From an optimization exercise on the open Yosys and OpenROAD flow, aimed at small area and a short achievable clock period; shortcuts taken in it are not production practice.
At most, simulation tests tie the RTL to the original design; equivalence was not proved.
Only the layout flow was run in runs 2 to 6; the RTL was not checked for function there.
Power is estimated from default activity; no workload was simulated.

### flow/design.v
module ldtu_out_fifo #(
    parameter int          Nbits_32       = 32,
    parameter int          FifoDepth_buff = 64,
    parameter int          bits_ptr       = 6,
    parameter logic [31:0] IdlePattern    = 32'hEAAAAAAA
) (
    input  logic                CLK,
    input  logic                rst_b,
    input  logic                write_signal,
    input  logic [Nbits_32-1:0] DATA_from_CU,
    input  logic                read_signal,
    output logic                full,
    output logic                empty,
    output logic [Nbits_32-1:0] DATA_out,
    output logic                data_valid,
    output logic [bits_ptr:0]   occupancy,
    output logic                overflow,
    output logic                underrun
);
    localparam logic [bits_ptr:0] DEPTH_C   = (bits_ptr + 1)'(FifoDepth_buff);
    localparam logic [bits_ptr:0] ALMOST_C  = (bits_ptr + 1)'(FifoDepth_buff - 1);
    localparam logic [Nbits_32-1:0] IDLE_C  = Nbits_32'(IdlePattern);
    logic [Nbits_32-1:0] mem [FifoDepth_buff];
    logic [bits_ptr-1:0] wr_ptr_q, wr_ptr_d;
    logic [bits_ptr-1:0] rd_ptr_q, rd_ptr_d;
    logic [bits_ptr:0]   occ_q, occ_d;
    logic [Nbits_32-1:0] dout_q, dout_d;
    logic                valid_q, valid_d;
    logic                ovf_q, ovf_d;
    logic                udr_q, udr_d;
    logic wr_accept;
    logic rd_accept;
    assign wr_accept = write_signal && (occ_q < DEPTH_C);
    assign rd_accept = read_signal && (occ_q != '0);
    always_comb begin
        wr_ptr_d = wr_ptr_q;
        rd_ptr_d = rd_ptr_q;
        occ_d    = occ_q;
        dout_d   = dout_q;
        valid_d  = 1'b0;
        ovf_d    = ovf_q;
        udr_d    = udr_q;
        if (wr_accept) begin
            wr_ptr_d = wr_ptr_q + 1'b1;
        end else if (write_signal) begin
            ovf_d = 1'b1;
        end
        if (rd_accept) begin
            rd_ptr_d = rd_ptr_q + 1'b1;
            dout_d   = mem[rd_ptr_q];
            valid_d  = 1'b1;
        end else if (read_signal) begin
            dout_d = IDLE_C;
            udr_d  = 1'b1;
        end
        case ({wr_accept, rd_accept})
            2'b10:   occ_d = occ_q + 1'b1;
            2'b01:   occ_d = occ_q - 1'b1;
            default: occ_d = occ_q;
        endcase
    end
    always_ff @(posedge CLK or negedge rst_b) begin
        if (!rst_b) begin
            wr_ptr_q <= '0;
            rd_ptr_q <= '0;
            occ_q    <= '0;
            dout_q   <= IDLE_C;
            valid_q  <= 1'b0;
            ovf_q    <= 1'b0;
            udr_q    <= 1'b0;
        end else begin
            wr_ptr_q <= wr_ptr_d;
            rd_ptr_q <= rd_ptr_d;
            occ_q    <= occ_d;
            dout_q   <= dout_d;
            valid_q  <= valid_d;
            ovf_q    <= ovf_d;
            udr_q    <= udr_d;
        end
    end
    always_ff @(posedge CLK) begin
        if (wr_accept) begin
            mem[wr_ptr_q] <= DATA_from_CU;
        end
    end
    assign full       = (occ_q >= ALMOST_C);
    assign empty      = (occ_q == '0);
    assign occupancy  = occ_q;
    assign DATA_out   = dout_q;
    assign data_valid = valid_q;
    assign overflow   = ovf_q;
    assign underrun   = udr_q;
endmodule
### flow/run.sh
#!/bin/bash
# synth_recipe.tcl (not shown) runs the flow's synth.tcl, then flattens the netlist and writes it again
# the make line also repeats each setting of config.mk as NAME=value (left out here)
make -C /OpenROAD-flow-scripts/flow DESIGN_CONFIG=/design/flow/config.mk WORK_HOME=/design/flow/orfs CLKGATE_MAP_FILE= SYNTH_SCRIPT=/design/flow/synth_recipe.tcl finish
### flow/config.mk
export PLATFORM = sky130hd
export DESIGN_NAME = ldtu_out_fifo
export DESIGN_NICKNAME = ldtu_out_fifo
export VERILOG_FILES = /design/flow/design.v
export SDC_FILE = /design/flow/constraint.sdc
export NUM_CORES = 4
export LEC_CHECK = 0
export CAP_MARGIN = 20
export CORE_MARGIN = 2
export CORE_UTILIZATION = 40
export SLEW_MARGIN = 20
### flow/constraint.sdc
create_clock -name core_clock -period 3.3 [get_ports {CLK}]
set_input_delay 0.6600 -clock core_clock [delete_from_list [all_inputs] [get_ports {CLK}]]
set_output_delay 0.6600 -clock core_clock [all_outputs]
set_load 0.01 [all_outputs]
==> results of run 1 <==
[worst max-delay path, cell delays in order, from the launching register on]
cell and delay (ns):
dfrtp_1 0.44, nor3_1 0.34, and3_1 0.25, clkdlybuf4s50_1 0.54
[how the worst max path moves through the flow]
| stage | startpoint | end | slack [ns] | depth (start not counted) |
|---|---|---|---|---|
| final | occ_q[5] | empty | 0.21 | 3 |
| after global routing | occ_q[5] | occ_q[6] | 0.08 | 12 |
| after CTS | occ_q[5] | empty | 0.16 | 3 |
| after detailed placement | write_signal | occ_q[6] | -0.12 | 12 |
| after global placement | write_signal | occ_q[6] | -0.16 | 12 |
| after floorplan | write_signal | mem[50][0] | -0.82 | 4 |
[sequential cells by signal (all words and copies together) (netlist names)]
| name | count |
|---|---|
| valid_q | 1 |
| ovf_q | 1 |
| wr_ptr_q | 6 |
| occ_q | 7 |
| udr_q | 1 |
| mem | 2048 |
| dout_q | 32 |
| rd_ptr_q | 6 |
[power by group through the flow]
stage,logic (mW),registers (mW),clock network (mW)
finish,22.3,31.3,23.5
floorplan,13.8,31.2,0
global placement,22.4,31.9,0
CTS,22.5,31.3,23.8
global route,23.4,31.4,24.8
detailed placement,22.5,31.9,0
[stage by stage]
| stage | hold WS (ns) | utilization [%] | area [µm²] |
|---|---|---|---|
| CTS | 0.213 | 47.3 | 94500 |
| finish | 0.263 | 47.3 | 94500 |
| floorplan | 0.364 | - | 80600 |
| global placement | 0.441 | 43.9 | 87700 |
| global route | 0.257 | 47.3 | 94500 |
| detailed placement | 0.464 | 43.9 | 87700 |
[final cells by class]
| type | count | area, µm² |
|---|---|---|
| clock buffers | 256 | 5490 |
| clock inverters | 132 | 1340 |
| fillers | 16300 | 105000 |
| inverters | 9 | 35.0 |
| multi-input cells | 1176 | 17000 |
| flip-flops and latches | 2102 | 62900 |
| well taps | 2656 | 3320 |
| repair buffers | 398 | 4490 |
[metal layers]
metal | vias up | part of all wire, %
met5 | - | 0.0050
met4 | 2 | 3.0
met3 | 316 | 7.4
met2 | 1792 | 49
met1 | 21500 | 40
li1 | 15700 | -
[cells by family (layout without fill, tap and decap cells)]
logic type,count (synthesis),in the layout,share of synthesized area (%)
AOI/OAI and AO/OA,241,241,2.04
adders and majority gates,5,5,0.0777
xor gates and xnor gates,19,19,0.207
DFF,2102,2102,78.1
buffers and inverters,204,795,1.49
and+or+nand+nor,266,266,1.53
muxes,645,645,16.6
[what timing repair did]
action	in CTS	in global routing
setup endpoints to repair	0	0
endpoints found under the hold margin	22	0
hold buffers	1	0
[cells in the final DEF (no fill, tap or decap), types with 10 or more instances in the layout]
cell type | synthesis | layout
edfxtp_1 | 2048 | 2048
mux4_2 | 544 | 544
clkbuf_16 | 0 | 210
buf_4 | 31 | 210
buf_12 | 3 | 116
mux2i_1 | 73 | 73
nand2_1 | 63 | 63
clkinv_1 | 1 | 56
nor2_4 | 0 | 54
o22ai_1 | 50 | 50
o21ai_0 | 46 | 46
clkdlybuf4s50_1 | 0 | 45
nor2_1 | 97 | 42
clkbuf_1 | 64 | 40
clkinv_2 | 0 | 37
dfrtp_1 | 37 | 32
a22oi_1 | 30 | 30
nand3_1 | 29 | 29
a21oi_1 | 27 | 27
buf_2 | 59 | 26
mux2_2 | 24 | 24
o221ai_1 | 20 | 20
dfstp_2 | 17 | 17
bufinv_16 | 0 | 16
nor2b_1 | 14 | 13
a211oi_1 | 13 | 13
a221oi_1 | 12 | 12
nand4_1 | 11 | 11
clkinv_16 | 0 | 11
xnor2_1 | 10 | 10
o2111ai_1 | 10 | 10
==> reports/results.txt, run 1 <==
Mapped Cells: 3482
Synthesized area: 0.0805 mm²
Worst EP required: 2.64 ns
Pre-antenna DRT Iters: 6
IO Count: 80
Tmin final: 3.09 ns
Initial drt markers: 4571
Worst reg2reg path endpoint: dout_q[10]
Sequential share of power: 40.7%
Yosys warning count: 1
Inserted Diodes: 0
Sw Ratio: 30.5%
Post-synth top area share: 76.4%
Yosys top cell by area: edfxtp_1
Die extent in x: 453 µm
Slew Limit Fails: 0
Main flop type after synthesis: edfxtp_1
Grt met2 use: 34.8%
Flops & latches, synth: 2102
FF-to-FF Start: rd_ptr_q[3]
Reg2reg setup slack: 0.29 ns
CTS Buf Count: 210
Power Dens Cells: 815 mW/mm²
Final Hold Viols: 0
Via count: 39400
Syn_nets: 3523
Initial core utilization: 40.3%
Antenna Violating Nets Remaining: 0
Placer Congestion: 0.820
Vias in the first global route: 39700
Met1 Use GR: 29.5%
# H-tree levels: 4
Min-delay worst type: in2reg
Synth area leaders: edfxtp_1 76%, mux4_2 15%, dfrtp_1 1.1%
Clock latency on the worst-skew pair: 0.88 ns
Met3 track demand over resource: 3.60%
Peak Freq: 0.324 GHz
Clock power share: 30.4%
Final instance count without filler cells: 6729
Die Area: 0.205 mm²
Synth unique cells: 61
LEAKAGE: 29.6 nW
DR DRC count: 0
GR peak layer: met2
CTS Buffer Depth: 3
Unrepaired setup endpoints after global routing: no
Finish-stage setup viols: 0
Most numerous cell in the Yosys netlist: edfxtp_1
Hold path startpoint: DATA_from_CU[26]
Status: finished clean
# port buffers: 79
Die Ht: 453 µm
Combinational fraction of design power: 28.9%
Worst reg-to-reg path cell count: 8
Internal: 53.6 mW
Tcrit/Tclk final: 93.5%
Total track usage: 21.3%
Dpl cells: 6340
Slew HR: 29.0%
First-pass GRT wire length: 308000 µm
Critical Path End Type: output port
Share of cells above drive strength 1: 32.2%
Peak VDD IR: 0.558 mV
Synth cell count leaders: 2048 x edfxtp_1, 544 x mux4_2, 97 x nor2_1
Setup WS post-layout: 0.215 ns
Clock sinks: 2102
# Post-CTS Setup Buffers: 0
DR WL/cell: 32.4 µm
Std cell rows: 164
Worst Path Arrival: 2.43 ns
Nets: 3938
Routed WL: 218000 µm
Clock Tree Root: clkbuf_16
Post-synth ARST share: 2.57%
EDFF count, synth: 2048
Pin count of the biggest net entering global routing: 65
Resized cells post-CTS: 0
DP HPWL: 133000 µm
Core box area: 0.200 mm²
CTS tree: built
Switching Power: 23.5 mW
Max-cap violations: 0
Hold path endpoint: mem[9][26]
Setup CP Type: reg2out
Grt ovf: 0
Clk slew on worst S/H paths: 0.06 ns
Crit path launch type: flop
Post-DR vias/cell: 5.85
Fin Setup TNS: 0 ns
Peak fanout along the critical path: 5
Area Overhead vs Synth: 17.4%
Register area share after synthesis: 78.1%
Worst-Margin Slew: 1.07 ns
Tot Pwr: 77.1 mW
Avg Inst Size Synth: 23.1 µm²
Place WS: -0.117 ns
Setup Skew: 0.0416 ns
Antenna violations before repair: 11
Hold Path Depth: 1
==> run 2, diff against run 1 <==
==> flow/design.v (replaced) <==
module ldtu_out_fifo #(
    parameter int          Nbits_32       = 32,
    parameter int          FifoDepth_buff = 64,
    parameter int          bits_ptr       = 6,
    parameter logic [31:0] IdlePattern    = 32'hEAAAAAAA
) (
    input  logic                CLK,
    input  logic                rst_b,
    input  logic                write_signal,
    input  logic [Nbits_32-1:0] DATA_from_CU,
    input  logic                read_signal,
    output logic                full,
    output logic                empty,
    output logic [Nbits_32-1:0] DATA_out,
    output logic                data_valid,
    output logic [bits_ptr:0]   occupancy,
    output logic                overflow,
    output logic                underrun
);
    localparam int W  = Nbits_32;
    localparam int NL = 8;                     
    localparam int NH = FifoDepth_buff / NL;   
    localparam logic [W-1:0] IDLE_C = W'(IdlePattern);
    logic [FifoDepth_buff-1:0][W-1:0] mem;
    logic [NL-1:0] wr_lo_q, rd_lo_q;
    logic [NH-1:0] wr_hi_q, rd_hi_q;
    logic [bits_ptr:0] occ_q, occ_d;
    logic              empty_q, empty_d;    
    logic              full_q, full_d;      
    logic              top_q, top_d;        
    logic [W-1:0]      dout_q;
    logic              valid_q, ovf_q, udr_q;
    logic wr_accept, rd_accept, inc, dec;
    assign wr_accept = write_signal && !top_q;
    assign rd_accept = read_signal && !empty_q;
    assign inc = wr_accept && !rd_accept;
    assign dec = rd_accept && !wr_accept;
    always_comb begin
        occ_d   = occ_q;
        empty_d = empty_q;
        full_d  = full_q;
        top_d   = top_q;
        if (inc) begin
            occ_d   = occ_q + 1'b1;
            empty_d = 1'b0;
            full_d  = (occ_q >= 7'd62);
            top_d   = (occ_q == 7'd63);
        end else if (dec) begin
            occ_d   = occ_q - 1'b1;
            empty_d = (occ_q == 7'd1);
            full_d  = top_q;
            top_d   = 1'b0;
        end
    end
    logic [NH-1:0][W-1:0] grp;
    logic [W-1:0]         rd_word;
    always_comb begin
        for (int h = 0; h < NH; h++) begin
            grp[h] = '0;
            for (int l = 0; l < NL; l++)
                grp[h] = grp[h] | (mem[h*NL+l] & {W{rd_lo_q[l]}});
        end
        rd_word = '0;
        for (int h = 0; h < NH; h++)
            rd_word = rd_word | (grp[h] & {W{rd_hi_q[h]}});
    end
    always_ff @(posedge CLK or negedge rst_b) begin
        if (!rst_b) begin
            wr_lo_q <= NL'(1);
            wr_hi_q <= NH'(1);
            rd_lo_q <= NL'(1);
            rd_hi_q <= NH'(1);
            occ_q   <= '0;
            empty_q <= 1'b1;
            full_q  <= 1'b0;
            top_q   <= 1'b0;
            dout_q  <= IDLE_C;
            valid_q <= 1'b0;
            ovf_q   <= 1'b0;
            udr_q   <= 1'b0;
        end else begin
            occ_q   <= occ_d;
            empty_q <= empty_d;
            full_q  <= full_d;
            top_q   <= top_d;
            valid_q <= rd_accept;
            if (wr_accept) begin
                wr_lo_q <= {wr_lo_q[NL-2:0], wr_lo_q[NL-1]};
                if (wr_lo_q[NL-1]) wr_hi_q <= {wr_hi_q[NH-2:0], wr_hi_q[NH-1]};
            end else if (write_signal) begin
                ovf_q <= 1'b1;
            end
            if (rd_accept) begin
                rd_lo_q <= {rd_lo_q[NL-2:0], rd_lo_q[NL-1]};
                if (rd_lo_q[NL-1]) rd_hi_q <= {rd_hi_q[NH-2:0], rd_hi_q[NH-1]};
                dout_q  <= rd_word;
            end else if (read_signal) begin
                dout_q  <= IDLE_C;
                udr_q   <= 1'b1;
            end
        end
    end
    for (genvar g = 0; g < FifoDepth_buff; g++) begin : g_word
        always_ff @(posedge CLK) begin
            if (wr_accept && wr_hi_q[g / NL] && wr_lo_q[g % NL])
                mem[g] <= DATA_from_CU;
        end
    end
    assign full       = full_q;
    assign empty      = empty_q;
    assign occupancy  = occ_q;
    assign DATA_out   = dout_q;
    assign data_valid = valid_q;
    assign overflow   = ovf_q;
    assign underrun   = udr_q;
endmodule
==> run 2 against run 1 <==
Effect of this change:
- the layout now fails its checks (antenna violations)
- sequential power decreased by 4%
- clock skew increased by 0.0041 ns
- routed wire length increased by 3.4%
- setup slack improved by 0.22 ns
- sequential share of layout area increased by 4.9 points
- clock power decreased by 3%
- global-route usage increased by 1.2 points
- synthesized cell count increased by 16%
- non-clock buffer count decreased by 36
- largest cell class unchanged
==> reports/results.txt, run 2 <==
Status: failed layout checks
Layout Check Failures: antenna violations
Worst EP required: 2.64 ns
Slowest stage cell on the critical path: dfstp_2
Sequential share of power: 55.7%
Setup Skew: 0.0458 ns
Setup WS post-layout: 0.433 ns
Power Dens Cells: 605 mW/mm²
Max-cap violations: 0
Largest family of logic cells by synthesized area: compound AO/OA/AOI/OAI gates
Initial core utilization: 40.3%
Clock Tree Root: clkbuf_16
Share of cells above drive strength 1: 15.8%
Min-delay worst type: in2reg
Post-Synth Adder-Cell Area: 0.0816%
Fillcell total: 15700
DR DRC count: 0
Peak Freq: 0.349 GHz
Final Hold Viols: 0
FF-to-FF Start: rd_lo_q[0]
Clk slew on worst S/H paths: 0.06 ns
Reg2reg setup slack: 0.49 ns
Internal: 42.9 mW
Synth area leaders: edfxtp_1 80%, a22oi_1 11%, nand4_1 2.2%
Worst Path Arrival: 2.21 ns
Register area share after synthesis: 82.7%
Slew HR: 14.6%
CP Depth: 1
Most common cell after layout, fill and taps aside: edfxtp_1
Peak VDD IR: 0.535 mV
Finish-stage setup viols: 0
Worst reg-to-reg path cell count: 7
Routed WL: 225000 µm
Synthesized area: 0.0767 mm²
Place WS: 0.345 ns
Vias in the first global route: 41900
Fin Setup TNS: 0 ns
Combinational fraction of design power: 2.0%
Post-DR vias/cell: 6.14
Tmin final: 2.87 ns
Critical path's top delay family: flip-flops
DP HPWL: 132000 µm
CTS tree: built
Antenna violations before repair: 7
Die Area: 0.195 mm²
Antenna Violating Nets Remaining: 1
Die extent in x: 442 µm
Unrepaired setup endpoints after global routing: no
Core box area: 0.190 mm²
Tcrit/Tclk final: 86.9%
Sw Ratio: 20.3%
Clock sinks: 2125
Simple-gate share of the synthesized area: 3.10%
Worst setup path endpoint: empty
Post-synth top area share: 80.2%
CTS Buffer Depth: 3
XOR/XNOR Fraction of Synth Area: 0.0799%
Most numerous cell in the Yosys netlist: edfxtp_1
Clock power share: 42.4%
Buf+Inv Stages, Crit Path: 1
Peak fanout along the critical path: 4
Pre-antenna DRT Iters: 9
Yosys warning count: 1
Grt ovf: 0
Max reg flops: 2048
CTS Buf Count: 205
Hold Path Depth: 1
Crit path cell chain: clkdlybuf4s50_1
Pin count of the biggest net entering global routing: 74
Main flop type after synthesis: edfxtp_1
Syn_nets: 4088
IO Count: 80
Most frequent cells in the layout: 2048 x edfxtp_1, 1084 x a22oi_1, 274 x nand4_1, 207 x clkbuf_16, 203 x buf_4
LEAKAGE: 27.6 nW
Total track usage: 22.5%
Mapped Cells: 4047
# Post-CTS Setup Buffers: 0
Die Ht: 442 µm
Crit path launch type: flop
Area Overhead vs Synth: 15.8%
Synth unique cells: 38
Crit-path max cell delay: 0.76 ns
Switching Power: 10.9 mW
Flops & latches, synth: 2125
Avg Inst Size Synth: 19.0 µm²
# H-tree levels: 4
Slew Limit Fails: 0
Synth Area in Compound Gates: 11.8%
Reg with most FFs: mem
Worst reg2reg path endpoint: dout_q[13]
Std cell rows: 160
Setup CP Type: reg2out
Top Registers: mem (2048), dout_q (32)
EDFF count, synth: 2048
Yosys top cell by area: edfxtp_1
First-pass GRT wire length: 317000 µm
Worst-Margin Slew: 1.28 ns
DR WL/cell: 32.0 µm
# port buffers: 79
Nets: 4373
Initial drt markers: 5884
Synth cell count leaders: 2048 x edfxtp_1, 1084 x a22oi_1, 274 x nand4_1
Worst Setup SP: empty_q
Clock latency on the worst-skew pair: 0.86 ns
Via count: 43100
Placer Congestion: 0.817
Post-synth ARST share: 3.62%
Post-synthesis mux area share: 0.220%
Critical Path End Type: output port
==> run 2: area by class of cell <==
type,count,area [µm²],share of cell area (%)
sequential,2125,63500,71.5
timing repair buffer,362,3850,4.33
clock inverter,119,1080,1.21
tap,2511,3140,3.54
multi-input combinational,1632,11800,13.3
inverter,6,22.5,0.0253
clock buffer,262,5420,6.10
antenna,10,25.0,0.0282
==> run 2: kinds of logic (layout without fill, tap and decap cells) <==
group	Yosys count	after routing
buf+inv	290	749
fa+ha+maj	5	5
simple gates	399	399
xor+xnor	7	7
flops	2125	2125
compound gates	1206	1206
mux	15	15
other cells	0	10
==> run 2: power by group through the flow <==
stage	clock network (mW)	logic (mW)	registers, mW
3_3_place_gp	0	1.03	30.5
2_1_floorplan	0	0.256	30.4
6_report	22.8	1.05	29.9
5_1_grt	24.1	1.13	29.9
4_1_cts	23.0	1.06	29.9
3_5_place_dp	0	1.05	30.5
==> run 2: what timing repair did <==
| item | CTS | global route |
|---|---|---|
| endpoints found under the setup margin | 0 | 0 |
| hold endpoints to repair | 38 | 0 |
| hold buffers | 1 | 0 |
| resized for setup | 0 | 0 |
==> run 2: how the worst min path moves through the flow <==
stage	from	to	slack, ns
floorplan	rst_b	dout_q[0]	0.36
global placement	ovf_q	ovf_q	0.44
detailed placement	ovf_q	ovf_q	0.45
CTS	DATA_from_CU[9]	mem[393]	0.07
global route	DATA_from_CU[9]	mem[393]	0.09
finish	DATA_from_CU[9]	mem[393]	0.12
==> run 2: metal layers <==
| layer | share of wire, % | track usage (%) |
|---|---|---|
| met4 | 3.2 | 7.52 |
| met1 | 41 | 31.0 |
| met3 | 8.8 | 4.34 |
| met5 | 0.028 | 0.244 |
| met2 | 47 | 36.1 |
==> run 2: metrics by stage <==
step           instances  power (mW)  cell area [µm²]  hold slack (ns)  utilization (%)
6_report            7027        53.8            88900            0.121             46.7
5_1_grt             7018        55.1            88800           0.0871             46.7
4_1_cts             7017        54.0            88800           0.0669             46.7
3_5_place_dp        6635        31.6            82300            0.452             43.2
3_3_place_gp        6635        31.5            82300            0.444             43.2
2_1_floorplan       4047        30.7            76700            0.364                -
==> run 3, diff against run 2 <==
--- a/flow/config.mk
+++ b/flow/config.mk
@@ -9,3 +9,4 @@
 export CORE_MARGIN = 2
 export CORE_UTILIZATION = 40
+export CTS_BUF_LIST = sky130_fd_sc_hd__clkbuf_4 sky130_fd_sc_hd__clkbuf_8
 export SLEW_MARGIN = 20
==> run 3 against run 2 <==
Effect of this change:
- the run now finishes clean
- largest cell class unchanged
- critical path type unchanged
- maximum frequency fell by 5.5%
- highest routed layer is now met4
- largest power group unchanged
- synthesized cell count did not move
- clock skew rose by 0.062 ns
==> reports/results.txt, run 3 <==
Fin Setup TNS: 0 ns
Most common cell after layout, fill and taps aside: edfxtp_1
Min-delay worst type: in2reg
Clock Tree Root: clkbuf_8
Routed WL: 228000 µm
Slew HR: 16.4%
Synthesized area: 0.0767 mm²
Crit path launch type: flop
DP HPWL: 132000 µm
Critical path's top delay family: flip-flops
Initial core utilization: 40.3%
Via count: 44200
Clock latency on the worst-skew pair: 1.08 ns
Clk slew on worst S/H paths: 0.06 ns
Register area share after synthesis: 82.7%
Power Dens Cells: 597 mW/mm²
Core box area: 0.190 mm²
Setup Skew: 0.108 ns
Non-Filler Cell Area, Final: 0.0890 mm²
Final instance count without filler cells: 7247
Peak Freq: 0.329 GHz
Syn_nets: 4088
Synth unique cells: 38
LEAKAGE: 28.0 nW
Pin count of the biggest net entering global routing: 74
Slew Limit Fails: 0
Post-synth top area share: 80.2%
Clock power share: 41.6%
Tot Pwr: 53.1 mW
Post-synth ARST share: 3.62%
Most frequent cells in the layout: 2048 x edfxtp_1, 1084 x a22oi_1, 362 x clkbuf_8, 274 x nand4_1, 203 x buf_4
Dpl cells: 6635
CTS Buf Count: 353
Final Hold Viols: 0
Setup WS post-layout: 0.264 ns
Worst-Margin Slew: 1.25 ns
Finish-stage setup viols: 0
Most numerous cell in the Yosys netlist: edfxtp_1
Place WS: 0.345 ns
First-pass GRT wire length: 321000 µm
Pre-antenna DRT Iters: 7
Slowest stage cell on the critical path: dfstp_2
Yosys top cell by area: edfxtp_1
Final Util: 46.7%
Share of cells above drive strength 1: 20.5%
Critical Path End Type: output port
Setup CP Type: reg2out
Die extent in x: 442 µm
Worst EP required: 2.64 ns
Worst Path Arrival: 2.38 ns
Synth cell count leaders: 2048 x edfxtp_1, 1084 x a22oi_1, 274 x nand4_1
Antenna Violating Nets Remaining: 0
Crit-path max cell delay: 0.73 ns
CTS tree: built
Grt ovf: 0
CTS Buffer Depth: 4
Synth area leaders: edfxtp_1 80%, a22oi_1 11%, nand4_1 2.2%
Mapped Cells: 4047
# port buffers: 79
Buf+Inv Stages, Crit Path: 1
Die Ht: 442 µm
Antenna violations before repair: 11
Top Registers: mem (2048), dout_q (32)
Max-cap violations: 0
Resized cells post-CTS: 0
Switching Power: 11.1 mW
Vias in the first global route: 43400
Avg Inst Size Synth: 19.0 µm²
Area Overhead vs Synth: 16.0%
Peak VDD IR: 0.385 mV
# H-tree levels: 5
Yosys warning count: 1
Flops & latches, synth: 2125
Peak fanout along the critical path: 4
Main flop type after synthesis: edfxtp_1
EDFF count, synth: 2048
Worst hold margin: 0.0752 ns
DR WL/cell: 31.4 µm
Status: finished clean
# Post-CTS Setup Buffers: 0
Combinational fraction of design power: 2.0%
Post-DR vias/cell: 6.10
Crit path cell chain: clkdlybuf4s50_1
DR DRC count: 0
Internal: 42.0 mW
Clock sinks: 2125
Total track usage: 22.8%
Cell Area, Placed: 0.0823 mm²
Unrepaired setup endpoints after global routing: no
Tcrit/Tclk final: 92.0%
Sequential share of power: 56.4%
Sw Ratio: 20.9%
Std cell rows: 160
Reg with most FFs: mem
Initial drt markers: 5653
Nets: 4525
IO Count: 80
Die Area: 0.195 mm²
Placer Congestion: 0.817
Tmin final: 3.04 ns
Max reg flops: 2048
-- run 3: changes by cell type in the layout (fill, tap and decap cells not counted), moves of 3 or more --
cell,change
dlygate4sd3_1,+4
clkbuf_1,-52
inv_6,-4
clkinv_8,-3
clkbuf_4,+117
diode_2,-5
clkbuf_16,-207
clkbuf_8,+359
clkinv_1,+15
clkinv_2,+7
bufinv_16,-9
-- run 3: repair_timing --
item | 4_1_cts | 5_1_grt
hold buffers | 5 | 0
hold endpoints to repair | 79 | 0
endpoints found under the setup margin | 0 | 0
-- run 3: logic make-up (layout without fill, tap and decap cells) --
family,after synthesis,in the layout,share of synthesized area [%]
buf+inv,290,974,1.96
mux,15,15,0.220
other cells,0,5,0
flops,2125,2125,82.7
fa+ha+maj,5,5,0.0816
xor+xnor,7,7,0.0799
compound gates,1206,1206,11.8
simple gates,399,399,3.10
-- run 3: layout make-up --
class	instances	area, µm²
Clock buffer	479	5860
Fill cell	15800	101000
Tap cell	2511	3140
Antenna cell	5	12.5
Sequential cell	2125	63500
Timing Repair Buffer	366	3890
Clock inverter	123	746
Inverter	6	22.5
Multi-Input combinational cell	1632	11800
-- run 3: final timing paths --
kind	slack, ns	start	cells past startpoint	to
setup reg to reg	0.45	rd_lo_q[6]	8	dout_q[20]
min in group asynchronous	0.20	rst_b	2	valid_q
hold / removal	0.08	DATA_from_CU[21]	1	mem[1397]
max in group asynchronous	2.22	rst_b	3	dout_q[19]
setup / recovery	0.26	empty_q	1	empty
hold reg to reg	0.46	ovf_q	1	ovf_q
-- run 3: power groups by stage --
stage	clock [mW]	sequential (mW)	combinational (mW)
2_1_floorplan	0	30.4	0.256
3_3_place_gp	0	30.5	1.03
3_5_place_dp	0	30.5	1.05
4_1_cts	22.4	29.9	1.06
5_1_grt	23.6	29.9	1.14
6_report	22.1	29.9	1.06
-- run 3: per-layer routing --
metal / global-route usage (%) / vias up / routed length (µm) / part of all wire (%)
met3: 4.88 / 406 / 21100 / 9.3
met4: 7.76 / 0 / 7710 / 3.4
met1: 31.0 / 23100 / 91200 / 40
met2: 36.4 / 2433 / 108000 / 47
met5: 0 / - / 0 / 0
li1: - / 18200 / - / -
==> run 4, diff against run 3 <==
--- a/flow/config.mk
+++ b/flow/config.mk
@@ -9,4 +9,7 @@
 export CORE_MARGIN = 2
 export CORE_UTILIZATION = 40
-export CTS_BUF_LIST = sky130_fd_sc_hd__clkbuf_4 sky130_fd_sc_hd__clkbuf_8
+export CTS_BUF_LIST = sky130_fd_sc_hd__clkbuf_8 sky130_fd_sc_hd__clkbuf_16
+export CTS_CLUSTER_DIAMETER = 80
+export CTS_CLUSTER_SIZE = 30
+export SETUP_SLACK_MARGIN = 0.6
 export SLEW_MARGIN = 20
==> run 4 against run 3 <==
Effect of this change:
- still clean
- critical path depth increased by 6
- maximum frequency up 15%
- synthesized cell count stayed put
- sequential share of layout area up 2.5 points
- clock skew fell by 0.047 ns
- power down 13%
- first-iteration DRC count increased by 11%
- largest cell class unchanged
- highest routed layer is now met5
==> reports/results.txt, run 4 <==
Die extent in x: 442 µm
Status: finished clean
DP HPWL: 132000 µm
Die Area: 0.195 mm²
Antenna violations before repair: 12
Via count: 42700
Worst-Margin Slew: 1.27 ns
Die Ht: 442 µm
LEAKAGE: 26.3 nW
Met1 Use GR: 31.2%
Most common cell after layout, fill and taps aside: edfxtp_1
Buf+Inv Stages, Crit Path: 2
Setup CP Type: reg2reg
Std cell rows: 160
Flops & latches, synth: 2125
Share of cells above drive strength 1: 14.2%
Reg with most FFs: mem
Synth unique cells: 38
Reg2reg setup slack: 0.66 ns
EDFF count, synth: 2048
Met3 track demand over resource: 3.46%
Critical Path End Type: flop
Slew HR: 15.6%
Antenna Violating Nets Remaining: 0
Final Hold Viols: 0
GR peak layer: met2
Crit path launch type: flop
Setup Skew: 0.0615 ns
Pre-antenna DRT Iters: 7
# H-tree levels: 3
CTS tree: built
Crit-path max cell delay: 0.71 ns
Register area share after synthesis: 82.7%
Max-cap violations: 0
Area of the multi-input gates: 0.0118 mm²
Clock sinks: 2125
Synth area leaders: edfxtp_1 80%, a22oi_1 11%, nand4_1 2.2%
Tcrit/Tclk final: 79.9%
Post-synth ARST share: 3.62%
Peak fanout along the critical path: 26
Peak VDD IR: 0.384 mV
Worst EP required: 3.98 ns
Yosys warning count: 1
Unrepaired setup endpoints after global routing: yes
Slowest stage cell on the critical path: dfrtp_4
Area Overhead vs Synth: 12.1%
Top Registers: mem (2048), dout_q (32)
Post-DR vias/cell: 6.26
Worst Path Arrival: 3.32 ns
Clk slew on worst S/H paths: 0.11 ns
Synth cell count leaders: 2048 x edfxtp_1, 1084 x a22oi_1, 274 x nand4_1
Slew Limit Fails: 0
Core box area: 0.190 mm²
Most numerous cell in the Yosys netlist: edfxtp_1
Fillcell total: 16000
Power Dens Cells: 539 mW/mm²
DR WL/cell: 33.1 µm
Main flop type after synthesis: edfxtp_1
CTS Buf Count: 99
Crit path cell chain: buf_4 -> buf_4 -> a22oi_1 -> nand4_1 -> a22oi_1 -> nand4_1 -> a22o_1
Mapped Cells: 4047
# port buffers: 79
Max reg flops: 2048
Non-Filler Cell Area, Final: 0.0860 mm²
Tot Pwr: 46.4 mW
Total track usage: 22.4%
Avg Inst Size Synth: 19.0 µm²
Grt ovf: 0
Cell Area, Placed: 0.0823 mm²
Syn_nets: 4088
Initial core utilization: 40.3%
Most frequent cells in the layout: 2048 x edfxtp_1, 1083 x a22oi_1, 274 x nand4_1, 205 x buf_4, 102 x clkbuf_16
First-pass GRT wire length: 315000 µm
Min-delay worst type: in2reg
Post-synth top area share: 80.2%
Clock Tree Root: clkbuf_16
Routed WL: 226000 µm
Nets: 4277
Yosys top cell by area: edfxtp_1
Pin count of the biggest net entering global routing: 74
Register cell area after layout: 0.0635 mm²
Peak Freq: 0.379 GHz
CTS Buffer Depth: 3
Clock latency on the worst-skew pair: 0.80 ns
Fin Setup TNS: 0 ns
Critical path's top delay family: compound AO/OA/AOI/OAI gates
DR DRC count: 0
Initial drt markers: 6284
Finish-stage setup viols: 0
Vias in the first global route: 40800
Tmin final: 2.64 ns
Grt met2 use: 36.2%
Placer Congestion: 0.817
IO Count: 80
Synthesized area: 0.0767 mm²
-- run 4: cell types whose count changed in the layout (fill, tap and decap cells not counted), moves of 5 or more --
cell       delta
buf_12        +5
clkinv_8      +8
inv_8         +8
clkinv_1     -61
clkbuf_8    -362
clkinv_4      +5
clkinv_2     -32
inv_6        +11
clkbuf_4    -117
clkbuf_16   +102
inv_1         +6
-- run 4: worst reg2reg max path, cell delays in order, from the launching register on --
cell and delay [ns]:
dfrtp_4 0.71, buf_4 0.33, buf_4 0.30, a22oi_1 0.22
nand4_1 0.20, a22oi_1 0.38, nand4_1 0.20, a22o_1 0.23
-- run 4: kinds of logic (layout without fill, tap and decap cells) --
logic type,after synthesis,after routing,synth area share (%)
simple gates,399,399,3.10
flops,2125,2125,82.7
buf+inv,290,557,1.96
other cells,0,1,0
fa+ha+maj,5,5,0.0816
compound gates,1206,1206,11.8
xor+xnor,7,7,0.0799
mux,15,15,0.220
-- run 4: layout make-up --
cell class / count / share of cell area [%]
inverters: 6 / 0.0262
well taps: 2511 / 3.65
multi-input cells: 1632 / 13.8
clock inverters: 77 / 1.07
flip-flops and latches: 2125 / 73.8
diodes: 1 / 0.00291
repair buffers: 372 / 4.69
clock buffers: 102 / 2.97
-- run 4: final timing paths --
kind,from,depth (start not counted),end
max,rd_lo_q[3],7,dout_q[16]
min,DATA_from_CU[9],1,mem[393]
max reg2reg,rd_lo_q[3],7,dout_q[16]
min reg2reg,ovf_q,1,ovf_q
max in group asynchronous,rst_b,3,dout_q[27]
min in group asynchronous,rst_b,2,top_q
-- run 4: power breakdown --
group / switching (mW) / total (mW) / internal (mW)
clock: 8.92 / 15.4 / 6.51
combinational: 0.738 / 1.07 / 0.330
sequential: 0.242 / 29.9 / 29.6
total: 9.90 / 46.4 / 36.5
-- run 4: metrics by stage --
step                util, %  cells  hold slack (ns)  worst slack, ns
floorplan                 -   4047            0.364            0.764
CTS                    45.1   6821            0.119            0.624
finish                 45.2   6826            0.158            0.663
detailed placement     43.2   6635            0.452            0.345
global route           45.2   6825            0.151            0.578
global placement       43.2   6635            0.444            0.322
-- run 4: per-layer routing --
metal	share of wire (%)	up-vias	wire [µm]
met5	0.0053	-	12
met1	40	22700	91500
met2	48	2114	108000
met4	3.2	2	7320
li1	-	17600	-
met3	8.6	311	19400
-- run 4: what timing repair did --
action | CTS | global route
buffers inserted | 6 | 4
setup endpoints to repair | 8 | 5
endpoints found under the hold margin | 38 | 0
pin swaps | 0 | 2
hold buffers | 1 | 0
resized for setup | 3 | 0
==> run 5, diff against run 4 <==
==> flow/design.v (replaced) <==
module ldtu_out_fifo #(
    parameter int          Nbits_32       = 32,
    parameter int          FifoDepth_buff = 64,
    parameter int          bits_ptr       = 6,
    parameter logic [31:0] IdlePattern    = 32'hEAAAAAAA
) (
    input  logic                CLK,
    input  logic                rst_b,
    input  logic                write_signal,
    input  logic [Nbits_32-1:0] DATA_from_CU,
    input  logic                read_signal,
    output logic                full,
    output logic                empty,
    output logic [Nbits_32-1:0] DATA_out,
    output logic                data_valid,
    output logic [bits_ptr:0]   occupancy,
    output logic                overflow,
    output logic                underrun
);
    localparam int W  = Nbits_32;
    localparam int D  = FifoDepth_buff;
    localparam int NL = 8;                     
    localparam int NH = D / NL;                
    localparam logic [W-1:0] IDLE_C = W'(IdlePattern);
    logic [D-1:0][W-1:0] mem;
    logic [NL-1:0] wr_lo_q;
    logic [NH-1:0] wr_hi_q;
    logic [D-1:0]  rd_sel_q;
    logic [bits_ptr:0] occ_q, occ_d;
    logic              nempty_q, nempty_d;  
    logic              full_q, full_d;      
    logic              top_q, top_d;        
    logic [W-1:0]      doutx_q;             
    logic              valid_q, ovf_q, udr_q;
    logic wr_accept, rd_accept, inc, dec;
    assign wr_accept = write_signal && !top_q;
    assign rd_accept = read_signal && nempty_q;
    assign inc = wr_accept && !rd_accept;
    assign dec = rd_accept && !wr_accept;
    logic [bits_ptr:0] occ_p1, occ_m1;
    assign occ_p1 = occ_q + 1'b1;
    assign occ_m1 = occ_q - 1'b1;
    always_comb begin
        occ_d    = occ_q;
        nempty_d = nempty_q;
        full_d   = full_q;
        top_d    = top_q;
        if (inc) begin
            occ_d    = occ_p1;
            nempty_d = 1'b1;
            full_d   = (occ_q >= 7'd62);
            top_d    = (occ_q == 7'd63);
        end else if (dec) begin
            occ_d    = occ_m1;
            nempty_d = (occ_q != 7'd1);
            full_d   = top_q;
            top_d    = 1'b0;
        end
    end
    logic [W-1:0] rd_word;
    always_comb begin
        rd_word = '0;
        for (int w = 0; w < D; w++)
            rd_word = rd_word | (mem[w] & {W{rd_sel_q[w]}});
    end
    always_ff @(posedge CLK or negedge rst_b) begin
        if (!rst_b) begin
            wr_lo_q  <= NL'(1);
            wr_hi_q  <= NH'(1);
            rd_sel_q <= D'(1);
            occ_q    <= '0;
            nempty_q <= 1'b0;
            full_q   <= 1'b0;
            top_q    <= 1'b0;
            doutx_q  <= '0;
            valid_q  <= 1'b0;
            ovf_q    <= 1'b0;
            udr_q    <= 1'b0;
        end else begin
            occ_q    <= occ_d;
            nempty_q <= nempty_d;
            full_q   <= full_d;
            top_q    <= top_d;
            valid_q  <= rd_accept;
            if (wr_accept) begin
                wr_lo_q <= {wr_lo_q[NL-2:0], wr_lo_q[NL-1]};
                if (wr_lo_q[NL-1]) wr_hi_q <= {wr_hi_q[NH-2:0], wr_hi_q[NH-1]};
            end else if (write_signal) begin
                ovf_q <= 1'b1;
            end
            if (rd_accept) begin
                rd_sel_q <= {rd_sel_q[D-2:0], rd_sel_q[D-1]};
                doutx_q  <= rd_word ^ IDLE_C;
            end else if (read_signal) begin
                doutx_q  <= '0;
                udr_q    <= 1'b1;
            end
        end
    end
    for (genvar g = 0; g < D; g++) begin : g_word
        always_ff @(posedge CLK) begin
            if (wr_accept && wr_hi_q[g / NL] && wr_lo_q[g % NL])
                mem[g] <= DATA_from_CU;
        end
    end
    assign full       = full_q;
    assign empty      = !nempty_q;
    assign occupancy  = occ_q;
    assign DATA_out   = doutx_q ^ IDLE_C;
    assign data_valid = valid_q;
    assign overflow   = ovf_q;
    assign underrun   = udr_q;
endmodule
==> flow/config.mk (replaced) <==
export PLATFORM = sky130hd
export DESIGN_NAME = ldtu_out_fifo
export DESIGN_NICKNAME = ldtu_out_fifo
export VERILOG_FILES = /design/flow/design.v
export SDC_FILE = /design/flow/constraint.sdc
export NUM_CORES = 4
export LEC_CHECK = 0
export ABC_CLOCK_PERIOD_IN_PS = 1800
export CAP_MARGIN = 20
export CORE_MARGIN = 2
export CORE_UTILIZATION = 50
export CTS_BUF_LIST = sky130_fd_sc_hd__clkbuf_16
export CTS_CLUSTER_DIAMETER = 60
export CTS_CLUSTER_SIZE = 25
export SETUP_SLACK_MARGIN = 1.3
export SLEW_MARGIN = 20
==> run 5 against run 4 <==
Effect of this change:
- cell area increased by 9.6%
- sequential share of layout area decreased by 5.0 points
- utilization increased by 16 points
- die area decreased by 19%
- register-to-register slack improved by 0.06 ns
- setup slack improved by 0.059 ns
- sequential power increased by 2%
- critical path depth decreased by 1
- first-iteration DRC count increased by 51%
==> reports/results.txt, run 5 <==
Cell Area, Placed: 0.0834 mm²
Peak fanout along the critical path: 6
Crit-path max cell delay: 0.65 ns
Final Hold Viols: 0
Slowest stage cell on the critical path: nand4_1
Most common cell after layout, fill and taps aside: edfxtp_1
Die extent in x: 398 µm
Tcrit/Tclk final: 78.1%
EDFF count, synth: 2048
Peak Freq: 0.388 GHz
Pre-antenna DRT Iters: 6
Flops & latches, synth: 2173
Antenna violations before repair: 7
Pin count of the biggest net entering global routing: 65
Post-DR vias/cell: 7.19
DR WL/cell: 44.7 µm
Final instance count without filler cells: 6844
Routed WL: 306000 µm
# H-tree levels: 4
CTS Buf Count: 135
Antenna Violating Nets Remaining: 0
Max reg flops: 2048
Slew Limit Fails: 0
Mapped Cells: 4122
Worst-Margin Slew: 1.21 ns
Reg with most FFs: mem
Syn_nets: 4163
Register area share after synthesis: 83.1%
Max-cap violations: 0
Synth area leaders: edfxtp_1 79%, dfrtp_1 3.9%, a22o_1 3.8%
First-pass GRT wire length: 404000 µm
# port buffers: 79
Fin Setup TNS: 0 ns
Peak VDD IR: 0.535 mV
CTS Buffer Depth: 3
Area Overhead vs Synth: 21.2%
Die Area: 0.159 mm²
Min-delay worst type: in2reg
Initial core utilization: 50.4%
DP HPWL: 178000 µm
Clock latency on the worst-skew pair: 0.83 ns
Tot Pwr: 50.9 mW
Non-Filler Cell Area, Final: 0.0943 mm²
Clk slew on worst S/H paths: 0.09 ns
Critical Path End Type: flop
Top Registers: mem (2048), rd_sel_q (64), doutx_q (32)
Crit path launch type: flop
Total track usage: 38.4%
Synth unique cells: 37
Synth cell count leaders: 2048 x edfxtp_1, 336 x a22o_1, 334 x a221oi_1
Dpl cells: 6251
Critical path's top delay family: simple AND/OR/NAND/NOR gates
Core box area: 0.154 mm²
Worst hold margin: 0.0867 ns
Avg Inst Size Synth: 18.9 µm²
Post-synth top area share: 79.1%
Nets: 4720
Most frequent cells in the layout: 2048 x edfxtp_1, 412 x buf_4, 322 x a22o_1, 282 x a22oi_1, 200 x nand2_1
Yosys top cell by area: edfxtp_1
Finish-stage setup viols: 0
Share of cells above drive strength 1: 29.4%
Clock Tree Root: clkbuf_16
Tmin final: 2.58 ns
Clock sinks: 2173
Buf+Inv Stages, Crit Path: 1
Setup CP Type: reg2reg
Main flop type after synthesis: edfxtp_1
Crit path cell chain: buf_4 -> a22o_1 -> a221oi_2 -> nand4_1 -> nor4_1 -> o22ai_1
CTS tree: built
Status: finished clean
Fillcell total: 11000
Power Dens Cells: 540 mW/mm²
IO Count: 80
Placer Congestion: 0.973
Vias in the first global route: 45300
Post-synth ARST share: 5.75%
Worst EP required: 3.96 ns
DR DRC count: 0
LEAKAGE: 31.4 nW
Most numerous cell in the Yosys netlist: edfxtp_1
Die Ht: 398 µm
Std cell rows: 144
Grt ovf: 0
Initial drt markers: 9486
Yosys warning count: 1
Unrepaired setup endpoints after global routing: yes
Worst Path Arrival: 3.24 ns
Synthesized area: 0.0778 mm²
Via count: 49200
Slew HR: 19.7%
Setup Skew: 0.0514 ns
-- run 5: cell count changes after synthesis, moves of 16 or more --
cell	before	now
a22oi_1	1084	318
a221oi_1	16	334
a22o_1	32	336
nand2_1	29	201
clkbuf_1	79	243
buf_2	149	20
nand4_1	274	150
dfrtp_1	55	122
nand3_1	2	34
inv_1	6	37
nor4_1	0	31
buf_6	26	2
dfstp_2	22	3
a31oi_1	16	0
-- run 5: layer usage --
| layer | vias up | GRT usage [%] | part of all wire [%] |
|---|---|---|---|
| met2 | 4464 | 54.0 | 42 |
| met4 | 8 | 22.4 | 7.4 |
| met3 | 801 | 13.9 | 16 |
| li1 | 18500 | - | - |
| met5 | - | 0 | 0.023 |
| met1 | 25400 | 51.7 | 35 |
-- run 5: report_power, final --
group	internal, mW	switching (mW)	total (mW)
combinational	0.505	1.15	1.66
sequential	30.2	0.255	30.5
clock	8.86	9.94	18.8
-- run 5: what timing repair did --
| item | CTS | global route |
|---|---|---|
| setup endpoints to repair | 552 | 1142 |
| gates cloned | 10 | 4 |
| resized for setup | 646 | 110 |
| hold buffers | 1 | 0 |
| setup buffers | 270 | 50 |
| endpoints found under the hold margin | 53 | 0 |
| pin swaps | 128 | 64 |
-- run 5: final timing paths --
| check | cells past startpoint | startpoint | slack [ns] | endpoint |
|---|---|---|---|---|
| setup / recovery | 6 | rd_sel_q[9] | 0.72 | doutx_q[14] |
| hold / removal | 1 | DATA_from_CU[27] | 0.09 | mem[1627] |
| setup reg to reg | 6 | rd_sel_q[9] | 0.72 | doutx_q[14] |
| hold reg to reg | 1 | udr_q | 0.48 | udr_q |
| max in group asynchronous | 3 | rst_b | 1.73 | rd_sel_q[57] |
| min in group asynchronous | 2 | rst_b | 0.47 | ovf_q |
-- run 5: cell type report --
type | count | area (µm²) | share of cell area, %
antenna | 9 | 22.5 | 0.0239
timing repair buffer | 716 | 7790 | 8.26
clock inverter | 106 | 1100 | 1.17
tap | 2044 | 2560 | 2.71
clock buffer | 143 | 3580 | 3.80
sequential | 2173 | 64900 | 68.8
inverter | 37 | 146 | 0.155
multi-input combinational | 1616 | 14200 | 15.1
-- run 5: kinds of logic (layout without fill, tap and decap cells) --
logic type | Yosys count | in the layout | share of synthesized area (%)
buffers and inverters | 340 | 1002 | 1.76
XOR/XNOR | 7 | 7 | 0.0788
multiplexers | 7 | 7 | 0.101
adder cells (fa/ha/maj) | 5 | 5 | 0.0804
AO/OA/AOI/OAI | 1078 | 1078 | 11.5
flip-flops | 2173 | 2173 | 83.1
AND/OR/NAND/NOR | 512 | 519 | 3.38
other | 0 | 9 | 0
-- run 5: metrics by stage --
stage                     util [%]  setup WS [ns]
after CTS                     60.4          0.953
after floorplan                  -           1.20
final                         61.1          0.722
after global placement        54.1          0.369
after global routing          61.1          0.684
after detailed placement      54.1          0.400
-- run 5: worst register-to-register path: cells and delay by family (launching register included) --
| kind | cells | cell delay [ns] |
|---|---|---|
| AND/OR/NAND/NOR | 2 | 1.06 |
| AO/OA/AOI/OAI | 3 | 0.64 |
| flip-flops | 1 | 0.52 |
| buffers and inverters | 1 | 0.21 |
==> run 6, diff against run 5 <==
==> flow/config.mk (replaced) <==
export PLATFORM = sky130hd
export DESIGN_NAME = ldtu_out_fifo
export DESIGN_NICKNAME = ldtu_out_fifo
export VERILOG_FILES = /design/flow/design.v
export SDC_FILE = /design/flow/constraint.sdc
export NUM_CORES = 4
export LEC_CHECK = 0
export CAP_MARGIN = 20
export CORE_MARGIN = 2
export CORE_UTILIZATION = 40
export CTS_BUF_LIST = sky130_fd_sc_hd__clkbuf_8 sky130_fd_sc_hd__clkbuf_16
export CTS_CLUSTER_DIAMETER = 80
export CTS_CLUSTER_SIZE = 30
export SETUP_SLACK_MARGIN = 1.3
export SLEW_MARGIN = 20
==> run 6 against run 5 <==
Effect of this change:
- clock-buffer cell count is 37 lower
- largest cell class unchanged
- non-clock buffer count is 33 lower
- cell area is 1.6% lower
- register-to-register slack better by 0.08 ns
- critical endpoint is now doutx_q[26]
- utilization is 13 points lower
- synthesized area stayed put
- global-route usage is 9.1 points lower
- critical path depth stayed put
- sequential power hardly changed
==> reports/results.txt, run 6 <==
Yosys top cell by area: edfxtp_1
Most frequent cells in the layout: 2048 x edfxtp_1, 424 x buf_4, 325 x a22o_1, 290 x a22oi_1, 200 x nand2_1
Total track usage: 29.3%
DR DRC count: 0
Share of cells above drive strength 1: 26.8%
Slew Limit Fails: 0
Synth cell count leaders: 2048 x edfxtp_1, 336 x a22o_1, 334 x a221oi_1
Mapped Cells: 4122
Reg with most FFs: mem
Finish-stage setup viols: 0
Critical Path End Type: flop
Placer Congestion: 0.959
Worst-Margin Slew: 1.06 ns
CTS Buf Count: 102
Worst Setup SP: rd_sel_q[16]
Initial drt markers: 9052
Clk slew on worst S/H paths: 0.11 ns
Post-synth ARST share: 5.75%
Synthesized area: 0.0778 mm²
Status: finished clean
First-pass GRT wire length: 393000 µm
Initial core utilization: 40.3%
Top Registers: mem (2048), rd_sel_q (64), doutx_q (32)
Area Overhead vs Synth: 19.2%
Routed WL: 297000 µm
Setup WS post-layout: 0.800 ns
Place WS: 0.225 ns
Register area share after synthesis: 83.1%
# port buffers: 79
Clock sinks: 2173
FF-to-FF Start: rd_sel_q[16]
Antenna violations before repair: 16
IO Count: 80
Fillcell total: 15700
Final instance count without filler cells: 7240
Cell Area, Placed: 0.0839 mm²
Min-delay worst type: in2reg
DP HPWL: 178000 µm
# H-tree levels: 3
Post-DR vias/cell: 6.63
Vias in the first global route: 44400
Synth area leaders: edfxtp_1 79%, dfrtp_1 3.9%, a22o_1 3.8%
Peak fanout along the critical path: 8
Pin count of the biggest net entering global routing: 65
Syn_nets: 4163
Synth unique cells: 37
Grt ovf: 0
Flops & latches, synth: 2173
Antenna Violating Nets Remaining: 0
CTS Buffer Depth: 3
Tcrit/Tclk final: 75.8%
Die Ht: 445 µm
Most common cell after layout, fill and taps aside: edfxtp_1
Yosys warning count: 1
Post-synth top area share: 79.1%
Tmin final: 2.50 ns
Final Hold Viols: 0
Clock latency on the worst-skew pair: 0.85 ns
Most numerous cell in the Yosys netlist: edfxtp_1
Unrepaired setup endpoints after global routing: yes
DR WL/cell: 41.1 µm
Peak VDD IR: 0.505 mV
Fin Setup TNS: 0 ns
Main flop type after synthesis: edfxtp_1
Worst Path Arrival: 3.15 ns
Pre-antenna DRT Iters: 8
Worst EP required: 3.95 ns
CTS tree: built
LEAKAGE: 30.4 nW
Setup CP Type: reg2reg
Avg Inst Size Synth: 18.9 µm²
Dpl cells: 6724
Crit path launch type: flop
Setup Skew: 0.0772 ns
Peak Freq: 0.400 GHz
Die Area: 0.198 mm²
Nets: 4658
Non-Filler Cell Area, Final: 0.0927 mm²
Slew HR: 29.2%
Max reg flops: 2048
Std cell rows: 161
Max-cap violations: 0
Core box area: 0.193 mm²
Hold path startpoint: DATA_from_CU[19]
Via count: 48000
Power Dens Cells: 519 mW/mm²
EDFF count, synth: 2048
Die extent in x: 445 µm
Clock Tree Root: clkbuf_16
==> run 6: cell counts after synthesis <==
No cell type changed its count.
==> run 6: layer usage <==
layer	track usage, %	up-vias	share of wire, %
met4	16.9	6	7.5
met2	43.3	4128	43
met3	8.57	765	15
li1	-	18300	-
met5	0	-	0.014
met1	38.6	24800	35
==> run 6: path summary, 6_finish.rpt <==
kind,endpoint,slack (ns),cells past startpoint
setup / recovery,doutx_q[26],0.80,6
hold / removal,mem[915],0.19,1
setup reg to reg,doutx_q[26],0.80,6
hold reg to reg,ovf_q,0.48,1
max in group asynchronous,rd_sel_q[12],1.97,3
min in group asynchronous,occ_q[3],0.38,2
==> run 6: cell type report <==
type,instances,area (µm²),share of cell area (%)
diodes,9,22.5,0.0243
clock buffers,106,2640,2.85
clock inverters,86,946,1.02
inverters,37,148,0.159
multi-input cells,1620,13800,14.9
flip-flops and latches,2173,64900,69.9
well taps,2526,3160,3.41
repair buffers,683,7180,7.74
==> run 6: power by group <==
group	switching [mW]	internal, mW
sequential	0.247	30.2
combinational	1.12	0.496
clock	9.34	6.70
==> run 6: worst max-delay path, cell delays in order, from the launching register on <==
cell      delay [ns]
dfrtp_4         0.57
buf_4           0.17
buf_4           0.16
a221oi_1        0.31
nand4_1         0.64
nor4_2          0.38
o22ai_1         0.10
==> run 6: logic make-up after synthesis <==
group           share of synthesized area [%]
mux                                     0.101
flops                                    83.1
xor+xnor                               0.0788
simple gates                             3.38
fa+ha+maj                              0.0804
buf+inv                                  1.76
compound gates                           11.5
==> run 6: metrics by stage <==
stage / power [mW] / hold WS, ns / util [%]
2_1_floorplan: 31.3 / 0.364 / -
3_3_place_gp: 32.4 / 0.447 / 43.5
3_5_place_dp: 32.4 / 0.464 / 43.5
4_1_cts: 48.1 / 0.160 / 47.3
5_1_grt: 49.1 / 0.176 / 48.1
6_report: 48.1 / 0.195 / 48.1
==> run 6: repair_timing <==
| item | CTS | global route |
|---|---|---|
| cloned | 10 | 5 |
| setup buffers | 228 | 71 |
| gates resized for setup | 534 | 131 |
| setup endpoints to repair | 336 | 561 |
| hold buffers | 1 | 0 |
| pin swaps | 94 | 66 |
| hold endpoints to repair | 40 | 0 |
==> run 7, diff against run 6 <==
--- a/flow/design.v
+++ b/flow/design.v
@@ -18,13 +18,9 @@
     output logic                underrun
 );
-    localparam int W  = Nbits_32;
-    localparam int D  = FifoDepth_buff;
-    localparam int NL = 8;                     
-    localparam int NH = D / NL;                
+    localparam int W = Nbits_32;
+    localparam int D = FifoDepth_buff;
     localparam logic [W-1:0] IDLE_C = W'(IdlePattern);
     logic [D-1:0][W-1:0] mem;
-    logic [NL-1:0] wr_lo_q;
-    logic [NH-1:0] wr_hi_q;
-    logic [D-1:0]  rd_sel_q;
+    logic [D-1:0]      head_q, head_d;      
     logic [bits_ptr:0] occ_q, occ_d;
     logic              nempty_q, nempty_d;  
@@ -46,4 +42,5 @@
         full_d   = full_q;
         top_d    = top_q;
+        head_d   = head_q;
         if (inc) begin
             occ_d    = occ_p1;
@@ -51,4 +48,5 @@
             full_d   = (occ_q >= 7'd62);
             top_d    = (occ_q == 7'd63);
+            head_d   = {head_q[D-2:0], !nempty_q};
         end else if (dec) begin
             occ_d    = occ_m1;
@@ -56,4 +54,5 @@
             full_d   = top_q;
             top_d    = 1'b0;
+            head_d   = {1'b0, head_q[D-1:1]};
         end
     end
@@ -62,11 +61,9 @@
         rd_word = '0;
         for (int w = 0; w < D; w++)
-            rd_word = rd_word | (mem[w] & {W{rd_sel_q[w]}});
+            rd_word = rd_word | (mem[w] & {W{head_q[w]}});
     end
     always_ff @(posedge CLK or negedge rst_b) begin
         if (!rst_b) begin
-            wr_lo_q  <= NL'(1);
-            wr_hi_q  <= NH'(1);
-            rd_sel_q <= D'(1);
+            head_q   <= '0;
             occ_q    <= '0;
             nempty_q <= 1'b0;
@@ -78,4 +75,5 @@
             udr_q    <= 1'b0;
         end else begin
+            head_q   <= head_d;
             occ_q    <= occ_d;
             nempty_q <= nempty_d;
@@ -83,12 +81,6 @@
             top_q    <= top_d;
             valid_q  <= rd_accept;
-            if (wr_accept) begin
-                wr_lo_q <= {wr_lo_q[NL-2:0], wr_lo_q[NL-1]};
-                if (wr_lo_q[NL-1]) wr_hi_q <= {wr_hi_q[NH-2:0], wr_hi_q[NH-1]};
-            end else if (write_signal) begin
-                ovf_q <= 1'b1;
-            end
+            if (write_signal && !wr_accept) ovf_q <= 1'b1;
             if (rd_accept) begin
-                rd_sel_q <= {rd_sel_q[D-2:0], rd_sel_q[D-1]};
                 doutx_q  <= rd_word ^ IDLE_C;
             end else if (read_signal) begin
@@ -98,9 +90,7 @@
         end
     end
-    for (genvar g = 0; g < D; g++) begin : g_word
-        always_ff @(posedge CLK) begin
-            if (wr_accept && wr_hi_q[g / NL] && wr_lo_q[g % NL])
-                mem[g] <= DATA_from_CU;
-        end
+    always_ff @(posedge CLK) begin
+        if (wr_accept)
+            mem <= {mem[D-2:0], DATA_from_CU};
     end
     assign full       = full_q;
==> run 7 against run 6 <==
Effect of this change:
- still clean on timing, DRC and antenna
- clock-buffer cell count shrank 8
- via count rose by 2.5%
- sequential share of layout area hardly changed
- maximum frequency increased by 12%
- global-route usage is 0.11 points higher
- hold slack better by 0.17 ns
- clock skew is 0.022 ns lower
- synthesized area fell by 0.61%
- first-iteration DRC count up 20%
- setup slack improved by 0.26 ns
- sequential power up 7.9%
- final cell count is 2.5% lower
- critical path type unchanged
- critical endpoint is now doutx_q[22]
- largest cell class unchanged
==> reports/results.txt, run 7 <==
DP HPWL: 136000 µm
Area Overhead vs Synth: 19.3%
Setup WS post-layout: 1.06 ns
Crit path cell chain: buf_6 -> a22o_1 -> a221oi_1 -> nand4_1 -> nor4_4 -> buf_4 -> o22ai_2
Synthesized area: 0.0773 mm²
Std cell rows: 161
Critical path's top delay family: flip-flops
Pre-antenna DRT Iters: 6
Worst reg-to-reg path cell count: 7
EDFF count, synth: 2048
Grt ovf: 0
Clk slew on worst S/H paths: 0.11 ns
Synth area leaders: edfxtp_1 80%, a22o_1 3.8%, a221oi_1 3.8%
Initial core utilization: 40.2%
Worst Path Arrival: 2.88 ns
Main flop type after synthesis: edfxtp_1
Synth unique cells: 39
Core box area: 0.192 mm²
Crit path launch type: flop
Finish-stage setup viols: 0
Setup CP Type: reg2reg
Reg with most FFs: mem
Pin count of the biggest net entering global routing: 177
CTS Buf Count: 95
Antenna violations before repair: 33
Tcrit/Tclk final: 67.9%
Fillcell total: 15600
Routed WL: 300000 µm
Post-synth ARST share: 5.05%
First-pass GRT wire length: 392000 µm
Register area share after synthesis: 83.1%
Peak Freq: 0.446 GHz
Unrepaired setup endpoints after global routing: yes
# port buffers: 79
Max reg flops: 2048
Tmin final: 2.24 ns
CTS Buffer Depth: 3
DR WL/cell: 42.5 µm
Power Dens Cells: 541 mW/mm²
Clock Tree Root: clkbuf_16
Nets: 4474
Die Area: 0.197 mm²
LEAKAGE: 30.9 nW
Yosys top cell by area: edfxtp_1
DR DRC count: 0
Buf+Inv Stages, Crit Path: 2
Die Ht: 444 µm
Slew Limit Fails: 0
Post-synth top area share: 79.6%
Mapped Cells: 4016
Syn_nets: 4057
Final Hold Viols: 0
Slew HR: 44.0%
Vias in the first global route: 44500
Post-DR vias/cell: 6.97
Yosys warning count: 1
Avg Inst Size Synth: 19.2 µm²
Fin Setup TNS: 0 ns
Synth cell count leaders: 2048 x edfxtp_1, 336 x a22o_1, 334 x a221oi_1
Critical Path End Type: flop
Die extent in x: 444 µm
Antenna Violating Nets Remaining: 0
# H-tree levels: 3
Most numerous cell in the Yosys netlist: edfxtp_1
Crit-path max cell delay: 0.60 ns
Total track usage: 29.4%
Clock sinks: 2157
Peak fanout along the critical path: 6
IO Count: 80
Tot Pwr: 49.9 mW
Worst-Margin Slew: 0.840 ns
Placer Congestion: 0.862
Clock latency on the worst-skew pair: 0.81 ns
Final Util: 48.0%
Dpl cells: 6457
Min-delay worst type: in2async
CP Depth: 7
Status: finished clean
Top Registers: mem (2048), head_q (64), doutx_q (32)
CTS tree: built
Initial drt markers: 10900
Worst EP required: 3.94 ns
Most common cell after layout, fill and taps aside: edfxtp_1
Max-cap violations: 0
Place WS: 0.440 ns
Final instance count without filler cells: 7060
Most frequent cells in the layout: 2048 x edfxtp_1, 335 x a22o_1, 303 x a22oi_1, 264 x buf_4, 193 x a221oi_1
Peak VDD IR: 0.390 mV
Setup Skew: 0.0550 ns
Via count: 49200
Share of cells above drive strength 1: 22.9%
Slowest stage cell on the critical path: dfrtp_4
Flops & latches, synth: 2157
-- run 7: logic make-up after synthesis --
logic type	count (synthesis)	synth area share, %
flip-flops	2157	83.1
buffers and inverters	338	1.80
multiplexers	64	0.829
XOR/XNOR	7	0.0793
adder cells (fa/ha/maj)	5	0.0809
AND/OR/NAND/NOR	314	2.23
AO/OA/AOI/OAI	1131	11.9
-- run 7: area by class of cell --
cell class	instances	area (µm²)	share of cell area [%]
flip-flops and latches	2157	64500	69.9
multi-input cells	1521	13000	14.1
repair buffers	621	8210	8.90
well taps	2526	3160	3.43
clock buffers	98	2450	2.66
clock inverters	71	709	0.769
inverters	37	146	0.159
diodes	29	72.6	0.0787
-- run 7: metal layers --
| metal | up-vias | global-route usage (%) | share of wire (%) |
|---|---|---|---|
| met4 | 32 | 16.5 | 7.3 |
| met3 | 1122 | 10.5 | 17 |
| li1 | 17900 | - | - |
| met2 | 4948 | 42.2 | 42 |
| met5 | - | 0 | 0.082 |
| met1 | 25200 | 38.8 | 34 |
-- run 7: final timing paths --
kind	slack [ns]	endpoint	from
max	1.06	doutx_q[22]	head_q[4]
min	0.37	doutx_q[21]	rst_b
max reg2reg	1.06	doutx_q[22]	head_q[4]
min reg2reg	0.44	mem[325]	mem[293]
max in group asynchronous	2.09	doutx_q[16]	rst_b
min in group core_clock	0.41	mem[21]	DATA_from_CU[21]
-- run 7: power by group --
part | switching [mW] | total, mW | leakage [nW] | internal [mW]
Combinational | 1.21 | 1.85 | 7.96 | 0.640
Clock | 9.15 | 15.1 | 1.60 | 6.00
Sequential | 1.09 | 32.9 | 21.4 | 31.8
Total | 11.4 | 49.9 | 30.9 | 38.5
-- run 7: through the flow --
stage	hold WS, ns	cell area [µm²]
3_3_place_gp	0.428	81600
4_1_cts	0.362	90900
3_5_place_dp	0.434	81600
2_1_floorplan	0.364	77300
5_1_grt	0.370	92100
6_report	0.366	92200
-- run 7: repair_timing --
| item | 4_1_cts | 5_1_grt |
|---|---|---|
| hold endpoints to repair | 27 | 0 |
| cloned | 10 | 4 |
| setup endpoints to repair | 1188 | 433 |
| gates resized for setup | 434 | 135 |
| hold buffers | 1 | 0 |
| pin swaps | 79 | 79 |
| setup buffers | 348 | 42 |

static timing again, ports no longer ideal:
The results above use ideal ports. As a check the final layouts listed here were re-extracted and re-timed, cells and wires unchanged. Step 1: set_driving_cell puts a clkbuf_16 on CLK and a buf_2 on each other input, an assumption about the parent block. Step 2 adds t to the input delays and takes it off the output delays; t is the mean of the earliest and latest rising clock arrival at the registers after step 1. Input paths then give back, and output paths get back, about the clock's delay inside the block. Three values: no drivers, after step 1, after step 2; two values: the first two.
| run | t (ns) | slack for setup (ns) | hold WS [ns] | worst setup path after step 2 | latest minus earliest clock arrival (ns) |
|---|---|---|---|---|---|
| run 1 | 0.946 | 0.215 / 0.131 / -0.161 | 0.263 / 0.209 / 0.463 | input to register | 0.046 / 0.046 |
| run 2 | 0.915 | 0.433 / 0.352 / 0.318 | 0.121 / 0.060 / 0.464 | input to register | 0.049 / 0.049 |
| run 3 | 1.103 | 0.264 / 0.186 / 0.322 | 0.075 / 0.031 / 0.463 | input to register | 0.110 / 0.110 |
| run 4 | 0.859 | 0.663 / 0.588 / 0.335 | 0.158 / 0.092 / 0.471 | input to register | 0.062 / 0.062 |
| run 5 | 0.894 | 0.722 / 0.722 / 0.547 | 0.087 / 0.018 / 0.477 | input to register | 0.052 / 0.052 |
| run 6 | 0.901 | 0.800 / 0.800 / 0.503 | 0.195 / 0.127 / 0.477 | input to register | 0.083 / 0.083 |
| run 7 | 0.876 | 1.058 / 1.039 / 0.536 | 0.366 / 0.292 / 0.436 | input to register | 0.060 / 0.060 |
Met with ideal ports but missed after step 2: setup timing in run 1. The setup slack of run 7, which loses most, moves by -0.019 ns with the drivers and by -0.522 ns with both steps.
